This design comes from an exercise in tuning for small area, a short achievable clock period and few clock cycles on the open sky130 flow, not from production work.
In this exercise RTL edits were held to simulation tests only and were not proved equivalent to the original.
Power and IR drop assume default switching activity.

Setup of try-raven:
## alu_operand_seq
module alu_operand_seq
#(
    parameter int ALU_LAT = 1,
    parameter int NUM_OPS = alu_operand_seq_pkg::NUM_OPS_DEF
) (
    input  logic                 clk,
    input  logic                 rst,
    input  logic                 CMD_VALID,
    output logic                 CMD_READY,
    input  logic [alu_operand_seq_pkg::OP_W-1:0]      CMD_OP,
    input  logic [alu_operand_seq_pkg::REG_IDX_W-1:0] CMD_RS,
    input  logic [alu_operand_seq_pkg::REG_IDX_W-1:0] CMD_RT,
    input  logic [alu_operand_seq_pkg::REG_IDX_W-1:0] CMD_RD,
    input  logic                 CMD_USE_IMM,
    input  logic [alu_operand_seq_pkg::IMM_W-1:0]     CMD_IMM,
    output logic [alu_operand_seq_pkg::DATA_W-1:0]    ALU_A,
    output logic [alu_operand_seq_pkg::DATA_W-1:0]    ALU_B,
    output logic [alu_operand_seq_pkg::OP_W-1:0]      ALU_OP,
    input  logic [alu_operand_seq_pkg::DATA_W-1:0]    ALU_OUT,
    output logic                 DONE,
    output logic [alu_operand_seq_pkg::DATA_W-1:0]    RESULT,
    output logic                 ERR,
    input  logic [alu_operand_seq_pkg::REG_IDX_W-1:0] DBG_ADDR,
    output logic [alu_operand_seq_pkg::DATA_W-1:0]    DBG_DATA
);
    localparam int W = alu_operand_seq_pkg::DATA_W;
    localparam int N = alu_operand_seq_pkg::NUM_REGS;
    logic         w_accept;
    logic         w_fwd_a, w_fwd_b;
    logic         f_v, f_idle;
    logic [4:0]   f_op, f_rd;
    logic [4:0]   f_rs, f_rt;
    logic [N-1:1] w_rt_sel;
    logic         f_fwd_a, f_fwd_b;
    logic         f_ui;
    logic [15:0]  f_imm;
    logic         f_legal, f_we;
    logic         e_done, e_err, e_we;
    logic [4:0]   e_rd;
    logic [W-1:0] r_alu_a, r_alu_b;
    logic [4:0]   r_alu_op;
    logic [W-1:0] r_result;
    logic         r_done, r_err;
    logic [N-1:1][W-1:0] w_regs;
    logic [W-1:0] w_ra_data, w_rb_data;
    assign CMD_READY = !rst;
    assign w_accept  = CMD_VALID && !rst;
    assign f_legal   = int'(f_op) < NUM_OPS;
    assign f_we      = f_v && f_legal && (f_rd != '0);
    assign w_fwd_a   = f_we && f_rd == CMD_RS;
    assign w_fwd_b   = f_we && f_rd == CMD_RT && !CMD_USE_IMM;
    alu_regfile u_regfile (
        .clk    (clk),
        .rst    (rst),
  ...
Size: roughly 2,900 cells after synthesis, ~1,100 flip-flops, about 210 I/O pins, roughly 46,000 µm² of cells after synthesis.
clock: 6.0 ns
lec_check: 0
cap_margin: 20
core_margin: 2
core_utilization: 62
cts_buf_list: sky130_fd_sc_hd__clkbuf_8
cts_cluster_diameter: 60
cts_cluster_size: 16
setup_slack_margin: 3.0
slew_margin: 20
synth_hierarchical: 1
standard.sh (not shown) runs the stock make flow with config.mk's settings and CLKGATE_MAP_FILE= SYNTH_SCRIPT=/design/flow/synth_recipe.tcl, a recipe that flattens the netlist after the stock synthesis.
==> flow/flow/run.sh <==
#!/bin/bash
# The standard layout (the standard.sh: standard synthesis, then ORFS to
# finish) with these changes:
#  - ports are buffered with buf_2 instead of the delay-buffer cell that
#    buffer_ports picks by default;
#  - repair may resize cells to other footprints (MATCH_CELL_FOOTPRINT=0);
#  - clock tree synthesis inserts no dummy loads (the same arguments as
#    ORFS builds from config.mk, plus -dont_use_dummy_load).
# The full make output goes to flow_make.log in the work folder; ORFS keeps
# each step's log under orfs/logs/.
set -euo pipefail
bash standard.sh MATCH_CELL_FOOTPRINT=0 \
    "CTS_ARGS=-sink_clustering_enable -repair_clock_nets -sink_clustering_size 16 -sink_clustering_max_diameter 60 -buf_list sky130_fd_sc_hd__clkbuf_8 -dont_use_dummy_load" \
    "BUFFER_PORTS_ARGS=-buffer_cell sky130_fd_sc_hd__buf_2" \
    finish > flow_make.log 2>&1
Testbench counts of try-raven, summed over its fixed seeds: cycles 12,016.
Edits applied to the flow inputs when going from try-raven to try-pepper:
diff --git a/flow/config.mk b/flow/config.mk
--- a/flow/config.mk
+++ b/flow/config.mk
@@ -9,3 +9,3 @@
 export CORE_MARGIN = 2
-export CORE_UTILIZATION = 62
+export CORE_UTILIZATION = 68
 export CTS_BUF_LIST = sky130_fd_sc_hd__clkbuf_8
@@ -13,3 +13,3 @@
 export CTS_CLUSTER_SIZE = 16
-export SETUP_SLACK_MARGIN = 3.0
+export SETUP_SLACK_MARGIN = 2.5
 export SLEW_MARGIN = 20
==> comparison <==
Lower total power per unit cell area among try-pepper and try-raven: try-raven. try-raven leaves less setup margin than try-pepper. Result: PASS for each of try-pepper and try-raven. Share of the cycle needed by the critical path after routing (higher): try-raven. On worst setup timing slack at the placement stage, try-raven loses to try-pepper. Fraction of area in registers ended up 1.3 points higher on try-pepper than on try-raven. Max final instance area across try-pepper and try-raven: try-raven. Relative to try-raven, shortest clock period the worst path allows after layout has decreased by 0.047 ns in try-pepper. Diff try-pepper and try-raven: critical path depth higher in try-raven. Going from try-raven to try-pepper, the post-placement cell count was found to have gone down by 93. Final cell count: try-pepper vs try-raven down 147. Re via count: try-pepper and try-raven aren't equal, and the higher value belongs to try-pepper.
Edits applied to the flow inputs when going from try-pepper to try-nickel:
==> flow/flow/run.sh <==
#!/bin/bash
# The standard layout (the standard.sh: standard synthesis, then ORFS to
# finish) with two changes to how the resizer works:
#  - ports are buffered with buf_2 instead of the delay-buffer cell that
#    buffer_ports picks by default;
#  - repair may resize cells to other footprints (MATCH_CELL_FOOTPRINT=0).
# The full make output goes to flow_make.log in the work folder; ORFS keeps
# each step's log under orfs/logs/.
set -euo pipefail
bash standard.sh MATCH_CELL_FOOTPRINT=0 \
    "BUFFER_PORTS_ARGS=-buffer_cell sky130_fd_sc_hd__buf_2" \
    finish > flow_make.log 2>&1
diff --git a/flow/config.mk b/flow/config.mk
--- a/flow/config.mk
+++ b/flow/config.mk
@@ -9,3 +9,3 @@
 export CORE_MARGIN = 2
-export CORE_UTILIZATION = 68
+export CORE_UTILIZATION = 55
 export CTS_BUF_LIST = sky130_fd_sc_hd__clkbuf_8
[summary]
try-nickel finished all stages; the layout is clean.
Final critical path time including I/O delays and setup for try-nickel: 0.019 ns up relative to try-pepper
Slack of the critical path for try-nickel: 0.019 ns down relative to try-pepper
Compare try-nickel and try-pepper | sequential share of layout area lower: try-nickel
Looking at worst setup path startpoint, the DBG_ADDR[0] result is from try-nickel; the f_rs[2]$_SDFF_PN0_ one comes from try-pepper.
Setup changes, try-nickel to try-quartz
==> flow/flow/run.sh <==
#!/bin/bash
# The standard layout (the standard.sh: standard synthesis, then ORFS to
# finish) with these changes:
#  - ports are buffered with buf_2 instead of the delay-buffer cell that
#    buffer_ports picks by default;
#  - repair may resize cells to other footprints (MATCH_CELL_FOOTPRINT=0);
#  - clock tree synthesis inserts no dummy loads (the same arguments as
#    ORFS builds from config.mk, plus -dont_use_dummy_load).
# The full make output goes to flow_make.log in the work folder; ORFS keeps
# each step's log under orfs/logs/.
set -euo pipefail
bash standard.sh MATCH_CELL_FOOTPRINT=0 \
    "CTS_ARGS=-sink_clustering_enable -repair_clock_nets -sink_clustering_size 16 -sink_clustering_max_diameter 60 -buf_list sky130_fd_sc_hd__clkbuf_8 -dont_use_dummy_load" \
    "BUFFER_PORTS_ARGS=-buffer_cell sky130_fd_sc_hd__buf_2" \
    finish > flow_make.log 2>&1
diff --git a/flow/config.mk b/flow/config.mk
--- a/flow/config.mk
+++ b/flow/config.mk
@@ -9,3 +9,3 @@
 export CORE_MARGIN = 2
-export CORE_UTILIZATION = 55
+export CORE_UTILIZATION = 62
 export CTS_BUF_LIST = sky130_fd_sc_hd__clkbuf_8
### Flow results
Summary: with try-nickel as the reference, number of rows in the core area in try-quartz moved down by a few percent. try-nickel → try-quartz: first-iteration DRC count shows an increase of 468, total power shows a reduction of 4.4%, placer's final routability congestion estimate shows an increase of about 4%. Of the two values seen for start point of the critical path, DBG_ADDR[0] was produced by try-nickel and DBG_ADDR[3] by try-quartz.

-- what the ideal ports hide --
In the flow no input, the clock included, has a driving cell. The finished layouts below were timed again as built, in two steps. Step 1 sets driving cells, clkbuf_16 on the clock port and buf_2 on the other inputs (assumed; they add their load-dependent delay and slew). Step 2 also shifts input and output timing later by t, the mid clock arrival at the registers, as if the neighbouring blocks saw the same clock. Slacks: no drivers / after step 1 / after step 2; pairs: no drivers / after step 1.
| run | t (ns) | slack for setup (ns) | cell pins on the clock port's net |
|---|---|---|---|
| try-raven | 0.789 | 1.801 / 1.495 / 1.495 | 1 |
| try-pepper | 0.799 | 1.848 / 1.534 / 1.534 | 1 |
| try-nickel | 0.820 | 1.829 / 1.571 / 1.571 | 1 |
| try-quartz | 0.788 | 1.864 / 1.580 / 1.580 | 1 |
After both steps setup and hold are still met in every run listed. For try-pepper, which loses most, drivers alone change the setup slack by -0.314 ns; drivers and shift together by -0.314 ns.
